Background: an optimization exercise with open tools, aiming at small area and few clock cycles. Do not read the settings as production practice.
At most, simulation tests tie the RTL to the original design; equivalence was not proved.
Power is estimated from default activity; no workload was simulated.

==> inputs of 08-01 <==
==> flow/design.v (excerpt) <==
module stable_min_priority_queue
#(
   parameter int DEPTH        = 16,
   parameter int PAYLOAD_BITS = 16,
   parameter int WRITE_STRIDE = 2      
) (
   input  wire logic                  clock,
   input  wire logic                  reset,
   input  wire logic                  req_tvalid,
   output logic                       req_tready,
   input  wire logic [smpq_pkg::REQ_DATA_W-1:0] req_tdata,   
   input  wire logic [smpq_pkg::OP_W-1:0]       req_tuser,   
   output logic                       rsp_tvalid,
   input  wire logic                  rsp_tready,
   output logic [smpq_pkg::RSP_DATA_W-1:0]      rsp_tdata,   
   output logic [smpq_pkg::RSP_USER_W-1:0]      rsp_tuser    
);
make LEC_CHECK=0 CAP_MARGIN=5 CORE_MARGIN=2 CORE_UTILIZATION=60 CTS_BUF_LIST='sky130_fd_sc_hd__clkbuf_4 sky130_fd_sc_hd__clkbuf_8' SLEW_MARGIN=5 SYNTH_HIERARCHICAL=1 SYNTH_MINIMUM_KEEP_SIZE=0 finish   # period 6.0 ns
run.sh (not shown) runs the stock make flow with config.mk's settings and CLKGATE_MAP_FILE= SYNTH_SCRIPT=/design/flow/synth_recipe.tcl, a recipe that flattens the netlist after the stock synthesis.
==> inputs of 03-07, as changes to 08-01 <==
--- a/flow/design.v
+++ b/flow/design.v
@@ -17,76 +17,58 @@
 endpackage
 `default_nettype wire
 `default_nettype none
 module smpq_cell
 #(
    parameter int PAYLOAD_BITS = 16,
-   parameter int RANK_W       = 4,
-   parameter bit WRITE_PORT   = 1'b0
+   parameter int RANK_W       = 4
 ) (
    input  wire logic                         clock,
    input  wire logic                         reset,
    input  smpq_pkg::cell_ctrl_type           ctrl,
    input  wire logic                         write,       
    input  wire logic [smpq_pkg::PRIO_W-1:0]  new_prio_n,  
    input  wire logic [PAYLOAD_BITS-1:0]      new_payload,
    input  wire logic [smpq_pkg::PRIO_W-1:0]  new_prio,
    input  wire logic [RANK_W-1:0]            new_rank,    
-   input  wire logic [smpq_pkg::PRIO_W-1:0]  prev_prio,
-   input  wire logic [PAYLOAD_BITS-1:0]      prev_payload,
-   input  wire logic [RANK_W-1:0]            prev_rank,
-   input  wire logic                         prev_valid,
-   input  wire logic                         prev_le,
-   input  wire logic                         prev_head,
-   output logic [smpq_pkg::PRIO_W-1:0]       prio,
-   output logic [PAYLOAD_BITS-1:0]           payload,
-   output logic [RANK_W-1:0]                 rank,
    output logic                              valid,
    output logic                              self_le,     
-   output logic                              is_head      
+   output logic                              is_head,     
+   output logic [PAYLOAD_BITS-1:0]           payload
 );
    logic [smpq_pkg::PRIO_W-1:0] prio_ff;
    logic [PAYLOAD_BITS-1:0]     payload_ff;
    logic [RANK_W-1:0]           rank_ff;
    logic                        valid_ff;
-   logic                        take;
    logic le;
    smpq_cmp u_cmp (.k(prio_ff), .n_n(new_prio_n), .le(le));
    assign self_le = valid_ff && le;
    assign is_head = valid_ff && (rank_ff == '0);
-   assign prio    = prio_ff;
-   assign payload = payload_ff;
-   assign rank    = rank_ff;
    assign valid   = valid_ff;
-   assign take = WRITE_PORT && write;
+   assign payload = payload_ff;
    always_ff @(posedge clock) begin
-      if (take) begin
+      if (write) begin
          prio_ff    <= new_prio;
          payload_ff <= new_payload;
-      end else begin
-         prio_ff    <= prev_prio;
-         payload_ff <= prev_payload;
       end
    end
    always_ff @(posedge clock) begin
-      if (take)
+      if (write)
          rank_ff <= new_rank;
-      else if (ctrl.push && !prev_le)
-         rank_ff <= prev_rank + 1'b1;
+      else if (ctrl.push && !self_le)
+         rank_ff <= rank_ff + 1'b1;
       else if (ctrl.pop)
-         rank_ff <= prev_rank - 1'b1;
-      else
-         rank_ff <= prev_rank;
+         rank_ff <= rank_ff - 1'b1;
    end
    always_ff @(posedge clock) begin
       if (reset)
          valid_ff <= 1'b0;
-      else if (take)
+      else if (write)
          valid_ff <= 1'b1;
-      else
-         valid_ff <= prev_valid && !(ctrl.pop && prev_head);
+      else if (ctrl.pop && is_head)
+         valid_ff <= 1'b0;
    end
 endmodule
 `default_nettype wire
 `default_nettype none
 module smpq_cmp_leaf (
    input  wire logic k,     
@@ -527,14 +509,13 @@
 endmodule
 `default_nettype wire
 `default_nettype none
 module stable_min_priority_queue
 #(
    parameter int DEPTH        = 16,
-   parameter int PAYLOAD_BITS = 16,
-   parameter int WRITE_STRIDE = 2      
+   parameter int PAYLOAD_BITS = 16
 ) (
    input  wire logic                  clock,
    input  wire logic                  reset,
    input  wire logic                  req_tvalid,
    output logic                       req_tready,
    input  wire logic [smpq_pkg::REQ_DATA_W-1:0] req_tdata,   
@@ -549,29 +530,25 @@
    logic             is_empty, is_full, last_one;
    logic                    accept;
    smpq_pkg::op_type        op;
    logic [smpq_pkg::PRIO_W-1:0] req_prio, req_prio_n;
    logic [PAYLOAD_BITS-1:0] req_payload;
    smpq_pkg::cell_ctrl_type ctrl;
-   logic [DEPTH-1:0]        valid, cell_le, cell_head, free_in, free_sel, write;
-   logic                    push_wait;
-   logic [smpq_pkg::PRIO_W-1:0] cell_prio [DEPTH];
+   logic [DEPTH-1:0]        valid, cell_le, cell_head, free_sel, write;
    logic [PAYLOAD_BITS-1:0] cell_payload [DEPTH];
-   logic [RANK_W-1:0]       cell_rank [DEPTH];
    logic [PAYLOAD_BITS-1:0] head_payload;
    logic [CNT_W-1:0]        le_count;
    logic [RANK_W-1:0]       new_rank;
    logic                  rsp_valid_ff, rsp_valid_in;
    logic [smpq_pkg::RSP_DATA_W-1:0] rsp_data_ff, rsp_data_in;
    logic [smpq_pkg::RSP_USER_W-1:0] rsp_user_ff, rsp_user_in;
    logic                  res_valid, res_empty, res_dropped;
    assign is_empty = (valid == '0);
    assign is_full  = (valid == '1);
    assign last_one = ((valid & ~cell_head) == '0);
-   assign push_wait  = (op == smpq_pkg::OP_PUSH) && !is_full && (free_in == '0);
-   assign req_tready = (!rsp_valid_ff || rsp_tready) && !push_wait;
+   assign req_tready = !rsp_valid_ff || rsp_tready;
    assign accept     = req_tvalid && req_tready;
    assign op          = smpq_pkg::op_type'(req_tuser);
    assign req_prio    = req_tdata[smpq_pkg::PRIO_W-1:0];
    assign req_prio_n  = ~req_prio;
    assign req_payload = req_tdata[smpq_pkg::PRIO_W +: PAYLOAD_BITS];
    always_comb begin
@@ -600,51 +577,39 @@
          end
          default: begin
          end
       endcase
    end
    always_comb begin
-      for (int i = 0; i < DEPTH; i++)
-         free_in[i] = (i % WRITE_STRIDE == 0) && !valid[(i + DEPTH - 1) % DEPTH];
       free_sel = '0;
       for (int i = DEPTH - 1; i >= 0; i--)
-         if (free_in[i]) free_sel = DEPTH'(1) << i;
+         if (!valid[i]) free_sel = DEPTH'(1) << i;
    end
    assign write = ctrl.push ? free_sel : '0;
    always_comb begin
       le_count = '0;
       for (int i = 0; i < DEPTH; i++) le_count = le_count + CNT_W'(cell_le[i]);
    end
    assign new_rank = le_count[RANK_W-1:0];
    for (genvar i = 0; i < DEPTH; i++) begin : g_cell
-      localparam int P = (i + DEPTH - 1) % DEPTH;
       smpq_cell #(
          .PAYLOAD_BITS(PAYLOAD_BITS),
-         .RANK_W      (RANK_W),
-         .WRITE_PORT  (i % WRITE_STRIDE == 0)
+         .RANK_W      (RANK_W)
       ) u_cell (
-         .clock       (clock),
-         .reset       (reset),
-         .ctrl        (ctrl),
-         .write       (write[i]),
-         .new_prio_n  (req_prio_n),
-         .new_payload (req_payload),
-         .new_prio    (req_prio),
-         .new_rank    (new_rank),
-         .prev_prio   (cell_prio[P]),
-         .prev_payload(cell_payload[P]),
-         .prev_rank   (cell_rank[P]),
-         .prev_valid  (valid[P]),
-         .prev_le     (cell_le[P]),
-         .prev_head   (cell_head[P]),
-         .prio        (cell_prio[i]),
-         .payload     (cell_payload[i]),
-         .rank        (cell_rank[i]),
-         .valid       (valid[i]),
-         .self_le     (cell_le[i]),
-         .is_head     (cell_head[i])
+         .clock      (clock),
+         .reset      (reset),
+         .ctrl       (ctrl),
+         .write      (write[i]),
+         .new_prio_n (req_prio_n),
+         .new_payload(req_payload),
+         .new_prio   (req_prio),
+         .new_rank   (new_rank),
+         .valid      (valid[i]),
+         .self_le    (cell_le[i]),
+         .is_head    (cell_head[i]),
+         .payload    (cell_payload[i])
       );
    end
    always_comb begin
       head_payload = '0;
       for (int i = 0; i < DEPTH; i++)
          head_payload = head_payload | (cell_head[i] ? cell_payload[i] : '0);
- CAP_MARGIN: 5 -> 20
- CORE_UTILIZATION: 60 -> 40
- CTS_BUF_LIST: sky130_fd_sc_hd__clkbuf_4 sky130_fd_sc_hd__clkbuf_8 -> unset
- SLEW_MARGIN: 5 -> 20
==> results_dict.tcl <==
set metrics [dict create \
    status "finished clean" \
    coreArea_um2 165000 \
    comb-power_mw 1.90 \
    multi_input_area_um2 25400 \
    buffer_area_share_pct 8.24 \
    worst-path-buf-inv 11 \
]
the above is filed under 03-07

==> results_dict.tcl <==
set metrics [dict create \
    status "finished clean" \
    top_usage_layer "met2" \
    cp_max_fo 20 \
    final_cells 9189 \
    multi_input_area_um2 32400 \
    comb-power_mw 3.21 \
    worst-path-buf-inv 9 \
    powerClk_mw 8.84 \
    buffer_area_share_pct 7.83 \
]
the above is filed under 08-01

Testbench counts of 08-01, summed over its fixed seeds: cycles 12,516.
Function not checked in 03-07: the RTL went through the layout flow alone.

========
==> try-cedar: inputs <==
stable_min_priority_queue, a different RTL version from the one above (not shown whole).
make LEC_CHECK=0 CAP_MARGIN=20 CORE_MARGIN=2 CORE_UTILIZATION=40 CTS_CLUSTER_DIAMETER=90 CTS_CLUSTER_SIZE=24 GPL_TIMING_DRIVEN=0 SLEW_MARGIN=20 SYNTH_HIERARCHICAL=1 SYNTH_MINIMUM_KEEP_SIZE=0 finish   # period 6.0 ns
==> try-indigo: changes against try-cedar <==
--- a/flow/design.v
+++ b/flow/design.v
@@ -28,11 +28,11 @@
    input  smpq_pkg::cell_ctrl_type           ctrl,
    input  wire logic                         write,       
    input  wire logic [smpq_pkg::PRIO_W-1:0]  new_prio_n,  
    input  wire logic [PAYLOAD_BITS-1:0]      new_payload,
    input  wire logic [smpq_pkg::PRIO_W-1:0]  new_prio,
-   input  wire logic [RANK_W-1:0]            fresh_rank,  
+   input  wire logic [RANK_W-1:0]            new_rank,    
    input  wire logic [smpq_pkg::PRIO_W-1:0]  prev_prio,
    input  wire logic [PAYLOAD_BITS-1:0]      prev_payload,
    input  wire logic [RANK_W-1:0]            prev_rank,
    input  wire logic                         prev_valid,
    input  wire logic                         prev_le,
@@ -47,20 +47,17 @@
    logic [smpq_pkg::PRIO_W-1:0] prio_ff;
    logic [PAYLOAD_BITS-1:0]     payload_ff;
    logic [RANK_W-1:0]           rank_ff;
    logic                        valid_ff;
    logic                        take;
-   logic                        fresh_ff;    
-   logic [RANK_W-1:0]           rank_now;    
    logic le;
    smpq_cmp u_cmp (.k(prio_ff), .n_n(new_prio_n), .le(le));
    assign self_le = valid_ff && le;
-   assign rank_now = (WRITE_PORT && fresh_ff) ? fresh_rank : rank_ff;
-   assign is_head = valid_ff && (rank_now == '0);
+   assign is_head = valid_ff && (rank_ff == '0);
    assign prio    = prio_ff;
    assign payload = payload_ff;
-   assign rank    = rank_now;
+   assign rank    = rank_ff;
    assign valid   = valid_ff;
    assign take = WRITE_PORT && write;
    always_ff @(posedge clock) begin
       if (take) begin
          prio_ff    <= new_prio;
@@ -69,14 +66,13 @@
          prio_ff    <= prev_prio;
          payload_ff <= prev_payload;
       end
    end
    always_ff @(posedge clock) begin
-      fresh_ff <= take;
-   end
-   always_ff @(posedge clock) begin
-      if (ctrl.push && !prev_le)
+      if (take)
+         rank_ff <= new_rank;
+      else if (ctrl.push && !prev_le)
          rank_ff <= prev_rank + 1'b1;
       else if (ctrl.pop)
          rank_ff <= prev_rank - 1'b1;
       else
          rank_ff <= prev_rank;
@@ -114,11 +110,11 @@
    input  wire logic g_lo_n,
    input  wire logic p_lo_n,
    output logic      g,
    output logic      p
 );
-   smpq_cmp_node_ni_g u_g (.g_hi_n(g_hi_n), .p_hi_n(p_hi_n), .g_lo_n(g_lo_n), .g(g));
+   assign g = !(g_hi_n && (p_hi_n || g_lo_n));
    assign p = !(p_hi_n || p_lo_n);
 endmodule
 module smpq_cmp_node_ni_g (
    input  wire logic g_hi_n,
    input  wire logic p_hi_n,
@@ -133,11 +129,11 @@
    input  wire logic g_lo,
    input  wire logic p_lo,
    output logic      g_n,
    output logic      p_n
 );
-   smpq_cmp_node_pn_g u_g (.g_hi(g_hi), .p_hi(p_hi), .g_lo(g_lo), .g_n(g_n));
+   assign g_n = !(g_hi || (p_hi && g_lo));
    assign p_n = !(p_hi && p_lo);
 endmodule
 module smpq_cmp_node_pn_g (
    input  wire logic g_hi,
    input  wire logic p_hi,
@@ -560,12 +556,11 @@
    logic                    push_wait;
    logic [smpq_pkg::PRIO_W-1:0] cell_prio [DEPTH];
    logic [PAYLOAD_BITS-1:0] cell_payload [DEPTH];
    logic [RANK_W-1:0]       cell_rank [DEPTH];
    logic [PAYLOAD_BITS-1:0] head_payload;
-   logic [DEPTH/4-1:0][2:0] grp_count;
-   logic [DEPTH/4-1:0][2:0] grp_count_ff;
+   logic [CNT_W-1:0]        le_count;
    logic [RANK_W-1:0]       new_rank;
    logic                  rsp_valid_ff, rsp_valid_in;
    logic [smpq_pkg::RSP_DATA_W-1:0] rsp_data_ff, rsp_data_in;
    logic [smpq_pkg::RSP_USER_W-1:0] rsp_user_ff, rsp_user_in;
    logic                  res_valid, res_empty, res_dropped;
@@ -614,21 +609,14 @@
       for (int i = DEPTH - 1; i >= 0; i--)
          if (free_in[i]) free_sel = DEPTH'(1) << i;
    end
    assign write = ctrl.push ? free_sel : '0;
    always_comb begin
-      for (int g = 0; g < DEPTH / 4; g++)
-         grp_count[g] = 3'(cell_le[4*g]) + 3'(cell_le[4*g+1])
-                      + 3'(cell_le[4*g+2]) + 3'(cell_le[4*g+3]);
-   end
-   always_ff @(posedge clock) begin
-      grp_count_ff <= grp_count;
-   end
-   always_comb begin
-      new_rank = '0;
-      for (int g = 0; g < DEPTH / 4; g++) new_rank = new_rank + RANK_W'(grp_count_ff[g]);
+      le_count = '0;
+      for (int i = 0; i < DEPTH; i++) le_count = le_count + CNT_W'(cell_le[i]);
    end
+   assign new_rank = le_count[RANK_W-1:0];
    for (genvar i = 0; i < DEPTH; i++) begin : g_cell
       localparam int P = (i + DEPTH - 1) % DEPTH;
       smpq_cell #(
          .PAYLOAD_BITS(PAYLOAD_BITS),
          .RANK_W      (RANK_W),
@@ -639,11 +627,11 @@
          .ctrl        (ctrl),
          .write       (write[i]),
          .new_prio_n  (req_prio_n),
          .new_payload (req_payload),
          .new_prio    (req_prio),
-         .fresh_rank  (new_rank),
+         .new_rank    (new_rank),
          .prev_prio   (cell_prio[P]),
          .prev_payload(cell_payload[P]),
          .prev_rank   (cell_rank[P]),
          .prev_valid  (valid[P]),
          .prev_le     (cell_le[P]),
Settings changed: CTS_CLUSTER_DIAMETER 90 to default, CTS_CLUSTER_SIZE 24 to default, GPL_TIMING_DRIVEN 0 to default.
==> try-nickel: changes against try-cedar <==
--- a/flow/design.v
+++ b/flow/design.v
@@ -28,11 +28,11 @@
    input  smpq_pkg::cell_ctrl_type           ctrl,
    input  wire logic                         write,       
    input  wire logic [smpq_pkg::PRIO_W-1:0]  new_prio_n,  
    input  wire logic [PAYLOAD_BITS-1:0]      new_payload,
    input  wire logic [smpq_pkg::PRIO_W-1:0]  new_prio,
-   input  wire logic [RANK_W-1:0]            fresh_rank,  
+   input  wire logic [RANK_W-1:0]            new_rank,    
    input  wire logic [smpq_pkg::PRIO_W-1:0]  prev_prio,
    input  wire logic [PAYLOAD_BITS-1:0]      prev_payload,
    input  wire logic [RANK_W-1:0]            prev_rank,
    input  wire logic                         prev_valid,
    input  wire logic                         prev_le,
@@ -47,20 +47,17 @@
    logic [smpq_pkg::PRIO_W-1:0] prio_ff;
    logic [PAYLOAD_BITS-1:0]     payload_ff;
    logic [RANK_W-1:0]           rank_ff;
    logic                        valid_ff;
    logic                        take;
-   logic                        fresh_ff;    
-   logic [RANK_W-1:0]           rank_now;    
    logic le;
    smpq_cmp u_cmp (.k(prio_ff), .n_n(new_prio_n), .le(le));
    assign self_le = valid_ff && le;
-   assign rank_now = (WRITE_PORT && fresh_ff) ? fresh_rank : rank_ff;
-   assign is_head = valid_ff && (rank_now == '0);
+   assign is_head = valid_ff && (rank_ff == '0);
    assign prio    = prio_ff;
    assign payload = payload_ff;
-   assign rank    = rank_now;
+   assign rank    = rank_ff;
    assign valid   = valid_ff;
    assign take = WRITE_PORT && write;
    always_ff @(posedge clock) begin
       if (take) begin
          prio_ff    <= new_prio;
@@ -69,14 +66,13 @@
          prio_ff    <= prev_prio;
          payload_ff <= prev_payload;
       end
    end
    always_ff @(posedge clock) begin
-      fresh_ff <= take;
-   end
-   always_ff @(posedge clock) begin
-      if (ctrl.push && !prev_le)
+      if (take)
+         rank_ff <= new_rank;
+      else if (ctrl.push && !prev_le)
          rank_ff <= prev_rank + 1'b1;
       else if (ctrl.pop)
          rank_ff <= prev_rank - 1'b1;
       else
          rank_ff <= prev_rank;
@@ -560,12 +556,11 @@
    logic                    push_wait;
    logic [smpq_pkg::PRIO_W-1:0] cell_prio [DEPTH];
    logic [PAYLOAD_BITS-1:0] cell_payload [DEPTH];
    logic [RANK_W-1:0]       cell_rank [DEPTH];
    logic [PAYLOAD_BITS-1:0] head_payload;
-   logic [DEPTH/4-1:0][2:0] grp_count;
-   logic [DEPTH/4-1:0][2:0] grp_count_ff;
+   logic [CNT_W-1:0]        le_count;
    logic [RANK_W-1:0]       new_rank;
    logic                  rsp_valid_ff, rsp_valid_in;
    logic [smpq_pkg::RSP_DATA_W-1:0] rsp_data_ff, rsp_data_in;
    logic [smpq_pkg::RSP_USER_W-1:0] rsp_user_ff, rsp_user_in;
    logic                  res_valid, res_empty, res_dropped;
@@ -614,21 +609,14 @@
       for (int i = DEPTH - 1; i >= 0; i--)
          if (free_in[i]) free_sel = DEPTH'(1) << i;
    end
    assign write = ctrl.push ? free_sel : '0;
    always_comb begin
-      for (int g = 0; g < DEPTH / 4; g++)
-         grp_count[g] = 3'(cell_le[4*g]) + 3'(cell_le[4*g+1])
-                      + 3'(cell_le[4*g+2]) + 3'(cell_le[4*g+3]);
-   end
-   always_ff @(posedge clock) begin
-      grp_count_ff <= grp_count;
-   end
-   always_comb begin
-      new_rank = '0;
-      for (int g = 0; g < DEPTH / 4; g++) new_rank = new_rank + RANK_W'(grp_count_ff[g]);
+      le_count = '0;
+      for (int i = 0; i < DEPTH; i++) le_count = le_count + CNT_W'(cell_le[i]);
    end
+   assign new_rank = le_count[RANK_W-1:0];
    for (genvar i = 0; i < DEPTH; i++) begin : g_cell
       localparam int P = (i + DEPTH - 1) % DEPTH;
       smpq_cell #(
          .PAYLOAD_BITS(PAYLOAD_BITS),
          .RANK_W      (RANK_W),
@@ -639,11 +627,11 @@
          .ctrl        (ctrl),
          .write       (write[i]),
          .new_prio_n  (req_prio_n),
          .new_payload (req_payload),
          .new_prio    (req_prio),
-         .fresh_rank  (new_rank),
+         .new_rank    (new_rank),
          .prev_prio   (cell_prio[P]),
          .prev_payload(cell_payload[P]),
          .prev_rank   (cell_rank[P]),
          .prev_valid  (valid[P]),
          .prev_le     (cell_le[P]),
Settings changed: CTS_CLUSTER_DIAMETER 90 to default, CTS_CLUSTER_SIZE 24 to default, GPL_TIMING_DRIVEN 0 to default.
==> comparison <==
Between try-cedar and try-nickel, the lower total power is in try-cedar (gap about 17%, measured against try-nickel).
Non-clock buffer count: try-cedar < try-nickel < try-indigo.
Clock power, lowest first: try-cedar, try-nickel, try-indigo.
Against try-nickel, the register-to-register slack of try-indigo is better by 130 ps.
Global-route usage: try-nickel > try-cedar > try-indigo.
try-cedar completed without violations. try-nickel finished clean. try-indigo went through all stages and came out clean.
Of try-indigo and try-nickel, try-indigo has the higher combinational power (gap about 5%, measured against try-nickel).
Hold slack: try-indigo < try-nickel < try-cedar.
Clock skew: try-cedar > try-indigo > try-nickel.
Testbench counts of try-cedar, summed over its fixed seeds: cycles 12,516.
Testbench counts of try-indigo, summed over its fixed seeds: cycles 12,516.
Only the layout flow was run in try-nickel; the RTL was not checked for function there.

## static timing again, ports no longer ideal
The flow's constraints put no driver on any port. The routed layouts listed below were extracted and timed again, unchanged, in two steps.
Step 1, drivers: a clkbuf_16 drives clock and a buf_2 each remaining input, both assumed.
Step 2, shift: input delay + t, output delay - t, t = (earliest + latest rising clock arrival at the registers) / 2. This alone moves slack from input paths to output paths.
Three values: ideal, step 1, step 2; two values: the first two.
run	t (ns)	setup slack, ns	worst register clock-pin slew, ns	pins driven straight from the clock port
08-01	0.966	0.164 / 0.200 / -0.766	0.07 / 0.07	1
03-07	0.849	0.127 / 0.185 / -0.664	0.07 / 0.07	1
try-cedar	0.770	0.723 / 0.723 / 0.048	0.10 / 0.10	1
try-indigo	0.871	0.163 / 0.134 / -0.737	0.06 / 0.06	1
try-nickel	0.867	0.134 / 0.169 / -0.697	0.07 / 0.07	1
Met with ideal ports but missed after step 2: setup timing in 08-01, 03-07, try-indigo and try-nickel. The setup slack of 08-01, which loses most, moves by +0.036 ns with the drivers and by -0.930 ns with both steps.
